Context: an optimization exercise on an open-source flow, tuned for small area, a short achievable clock period and few clock cycles. The choices shown serve that exercise and are no tape-out recipe.
Power figures rest on the tool's default switching activity, not on a simulated workload.

==> run B: inputs <==
Design score_render_top, start of the top module:
module score_render_top (
    input  logic        clk,
    input  logic        rst,
    input  logic        wb_cyc_i,
    input  logic        wb_stb_i,
    input  logic        wb_we_i,
    input  logic [7:0]  wb_adr_i,
    input  logic [31:0] wb_dat_i,
    output logic        wb_ack_o,
    output logic [31:0] wb_dat_o
);
==> module score_ctrl, before the edit <==
module score_ctrl (
    input  logic        clk,
    input  logic        rst,
    input  logic        cyc,
    input  logic        stb,
    input  logic        we,
    input  logic [7:0]  adr,
    input  logic [31:0] dat,
    output logic        ack,
    output logic [31:0] rdat,
    output logic        start,      
    output logic [15:0] score,
    input  logic        busy,       
    output logic [7:0]  nxt_adr,    
    output logic [2:0]  rd_word,
    input  logic [31:0] rd_data
);
    logic        req;
    logic        match;
    logic        hit;
    logic        waiting;
    logic        miss;
    logic        rv_ok;
    logic        load;
    logic [15:0] score_q;
    logic        v_q;
    logic [7:0]  pa_q;
    logic [7:0]  na_q;
    logic [7:0]  na_next;
    logic [31:0] data_q;
    logic [31:0] rv;
    assign req     = cyc && stb;
    assign match   = (adr == pa_q);
    assign hit     = req && !we && v_q && match;
    assign waiting = !v_q && (adr == na_q);
    assign miss    = req && !we && !(v_q && match) && !waiting;
    assign start   = req && we && (adr == 8'd0);
    assign ack   = req && (we || (v_q && match));
    assign rdat  = data_q;
    assign score = score_q;
    assign rd_word  = na_q[2:0];
    assign rv       = rd_data | {16'd0, score_q & {16{na_q == 8'd0}}};
    assign rv_ok = !busy || !((na_q >= 8'd24) && (na_q < 8'd88));
    assign load  = !start && !miss && (!v_q || hit) && rv_ok;
    always_comb begin
        if (na_q == 8'd0)            na_next = 8'd16;
        else if (na_q[2:0] == 3'd5)  na_next = {na_q[7:3] + 5'd1, 3'd0};
        else                         na_next = na_q + 8'd1;
    end
    always_comb begin
        if (rst)        nxt_adr = 8'd0;
        else if (start) nxt_adr = 8'd16;
        else if (miss)  nxt_adr = adr;
        else if (load)  nxt_adr = na_next;
        else            nxt_adr = na_q;
    end
    always_ff @(posedge clk) begin
        if (rst) begin
            score_q <= '0;
            v_q     <= 1'b0;
            na_q    <= 8'd0;
        end else if (start) begin
            score_q <= dat[15:0];
            v_q     <= 1'b1;
            na_q    <= 8'd16;
        end else if (miss) begin
            v_q     <= 1'b0;
            na_q    <= adr;
        end else if (load) begin
            v_q     <= 1'b1;
            na_q    <= na_next;
        end else if (hit) begin
            v_q     <= 1'b0;
        end
    end
    always_ff @(posedge clk) begin
        if (start) begin
            pa_q   <= 8'd0;
            data_q <= {16'd0, dat[15:0]};
        end else if (load) begin
            pa_q   <= na_q;
            data_q <= rv;
        end
    end
endmodule
make LEC_CHECK=0 ABC_AREA=1 CAP_MARGIN=20 CORE_MARGIN=2 CORE_UTILIZATION=40 SETUP_SLACK_MARGIN=2.3 SLEW_MARGIN=20 SYNTH_MEMORY_MAX_BITS=8192 finish   # period 5.5 ns
run.sh (not shown) runs the stock make flow with config.mk's settings and CLKGATE_MAP_FILE= SYNTH_SCRIPT=/design/flow/synth_recipe.tcl, a recipe that flattens the netlist after the stock synthesis.
==> inputs of run A, as changes to run B <==
--- a/flow/design.v
+++ b/flow/design.v
@@ -173,74 +173,48 @@
     input  logic        busy,       
     output logic [7:0]  nxt_adr,    
     output logic [2:0]  rd_word,
-    input  logic [31:0] rd_data
+    input  logic [31:0] rd_data     
 );
     logic        req;
     logic        match;
+    logic        ok;
     logic        hit;
-    logic        waiting;
     logic        miss;
-    logic        rv_ok;
-    logic        load;
     logic [15:0] score_q;
-    logic        v_q;
     logic [7:0]  pa_q;
-    logic [7:0]  na_q;
-    logic [7:0]  na_next;
-    logic [31:0] data_q;
-    logic [31:0] rv;
-    assign req     = cyc && stb;
-    assign match   = (adr == pa_q);
-    assign hit     = req && !we && v_q && match;
-    assign waiting = !v_q && (adr == na_q);
-    assign miss    = req && !we && !(v_q && match) && !waiting;
-    assign start   = req && we && (adr == 8'd0);
-    assign ack   = req && (we || (v_q && match));
-    assign rdat  = data_q;
+    logic        is0_q;
+    logic [7:0]  pa_next;
+    assign req   = cyc && stb;
+    assign match = (adr == pa_q);
+    assign ok    = !busy || !((pa_q >= 8'd24) && (pa_q < 8'd88));
+    assign hit   = req && !we && match && ok;
+    assign miss  = req && !we && !match;
+    assign start = req && we && (adr == 8'd0);
+    assign ack   = req && (we || (match && ok));
+    assign rdat  = rd_data | {16'd0, score_q & {16{is0_q}}};
     assign score = score_q;
-    assign rd_word  = na_q[2:0];
-    assign rv       = rd_data | {16'd0, score_q & {16{na_q == 8'd0}}};
-    assign rv_ok = !busy || !((na_q >= 8'd24) && (na_q < 8'd88));
-    assign load  = !start && !miss && (!v_q || hit) && rv_ok;
+    assign rd_word = pa_q[2:0];
     always_comb begin
-        if (na_q == 8'd0)            na_next = 8'd16;
-        else if (na_q[2:0] == 3'd5)  na_next = {na_q[7:3] + 5'd1, 3'd0};
-        else                         na_next = na_q + 8'd1;
+        if (pa_q == 8'd0)            pa_next = 8'd16;
+        else if (pa_q[2:0] == 3'd5)  pa_next = {pa_q[7:3] + 5'd1, 3'd0};
+        else                         pa_next = pa_q + 8'd1;
     end
     always_comb begin
-        if (rst)        nxt_adr = 8'd0;
-        else if (start) nxt_adr = 8'd16;
-        else if (miss)  nxt_adr = adr;
-        else if (load)  nxt_adr = na_next;
-        else            nxt_adr = na_q;
+        if (rst || start) nxt_adr = 8'd0;
+        else if (miss)    nxt_adr = adr;
+        else if (hit)     nxt_adr = pa_next;
+        else              nxt_adr = pa_q;
     end
     always_ff @(posedge clk) begin
         if (rst) begin
             score_q <= '0;
-            v_q     <= 1'b0;
-            na_q    <= 8'd0;
         end else if (start) begin
             score_q <= dat[15:0];
-            v_q     <= 1'b1;
-            na_q    <= 8'd16;
-        end else if (miss) begin
-            v_q     <= 1'b0;
-            na_q    <= adr;
-        end else if (load) begin
-            v_q     <= 1'b1;
-            na_q    <= na_next;
-        end else if (hit) begin
-            v_q     <= 1'b0;
         end
     end
     always_ff @(posedge clk) begin
-        if (start) begin
-            pa_q   <= 8'd0;
-            data_q <= {16'd0, dat[15:0]};
-        end else if (load) begin
-            pa_q   <= na_q;
-            data_q <= rv;
-        end
+        pa_q  <= nxt_adr;
+        is0_q <= (nxt_adr == 8'd0);
     end
 endmodule
 `timescale 1ns/1ps
==> metrics.log <==
INFO  metric area_share_clock_buf_inv = 3.33%
INFO  metric worst_slew_margin_rel = 58.2%
INFO  metric nonClkBufAreaFrac = 13.1%
INFO  metric final_cells = between 1000 and 1500
INFO  metric largest-register = u_bin_to_bcd.digits
INFO  metric dp.final_hpwl = roughly 16 mm
INFO  metric sequential_cell_area = 1240 um2
INFO  metric final_nets = ~1300
INFO  metric rsz0062_at_grt = yes
INFO  metric register_to_register_path_depth = 20
INFO  metric grt_antenna_before_repair = 1
INFO  metric status = finished clean
INFO  metric detailroute.via_count = approximately 7800
INFO  metric synth_edf_count = 3
INFO  metric synth_adder_area_share = under 10%
INFO  metric ys_ff_latch = 59
INFO  metric multiInputGateArea = 4910 um2
INFO  metric numPlacedInstances = 1343
INFO  metric n_clock_buffer = 13
INFO  metric critical_path_arrival = 2.55 ns
# the run above: run A

==> metrics.log <==
INFO  metric status = finished clean
INFO  metric grt_antenna_before_repair = 0
INFO  metric register_to_register_path_depth = 18
INFO  metric area_share_clock_buf_inv = 3.41%
INFO  metric worst_slew_margin_rel = 42.5%
INFO  metric final_cells = between 1500 and 2000
INFO  metric nonClkBufAreaFrac = 9.74%
INFO  metric sequential_cell_area = 2170 um2
INFO  metric largest-register = u_score_ctrl.data_q
INFO  metric final_nets = 1379
INFO  metric critical_path_arrival = a little over 2 ns
INFO  metric synth_edf_count = 19
INFO  metric synth_adder_area_share = 2.30%
INFO  metric detailroute.via_count = 8451
INFO  metric leakagePower = 4.38 nW
INFO  metric rsz0062_at_grt = no
INFO  metric dp.final_hpwl = 19.1 mm
INFO  metric numPlacedInstances = around 1500
# the run above: run B

Function was not checked in any run of this note: the RTL went through the layout flow alone.

separate check: timing with driven ports:
The flow's constraints put no driver on any port. The routed layouts listed below were extracted and timed again, unchanged, in two steps.
Step 1: set_driving_cell puts a clkbuf_16 on clk and a buf_2 on each other input, an assumption about the parent block.
Step 2 also shifts input and output timing later by t, the mid clock arrival at the registers, as if the neighbouring blocks saw the same clock.
Three values: no drivers, after step 1, after step 2; two values: the first two.
run	t (ns)	slack for setup (ns)	worst slew at a driven data input, ns
run B	0.406	2.377 / 2.356 / 2.119	0.04
run A	0.359	1.852 / 1.812 / 2.084	0.05
After both steps every run listed still meets setup and hold. The setup slack of run B, which loses most, moves by -0.021 ns with the drivers and by -0.258 ns with both steps.
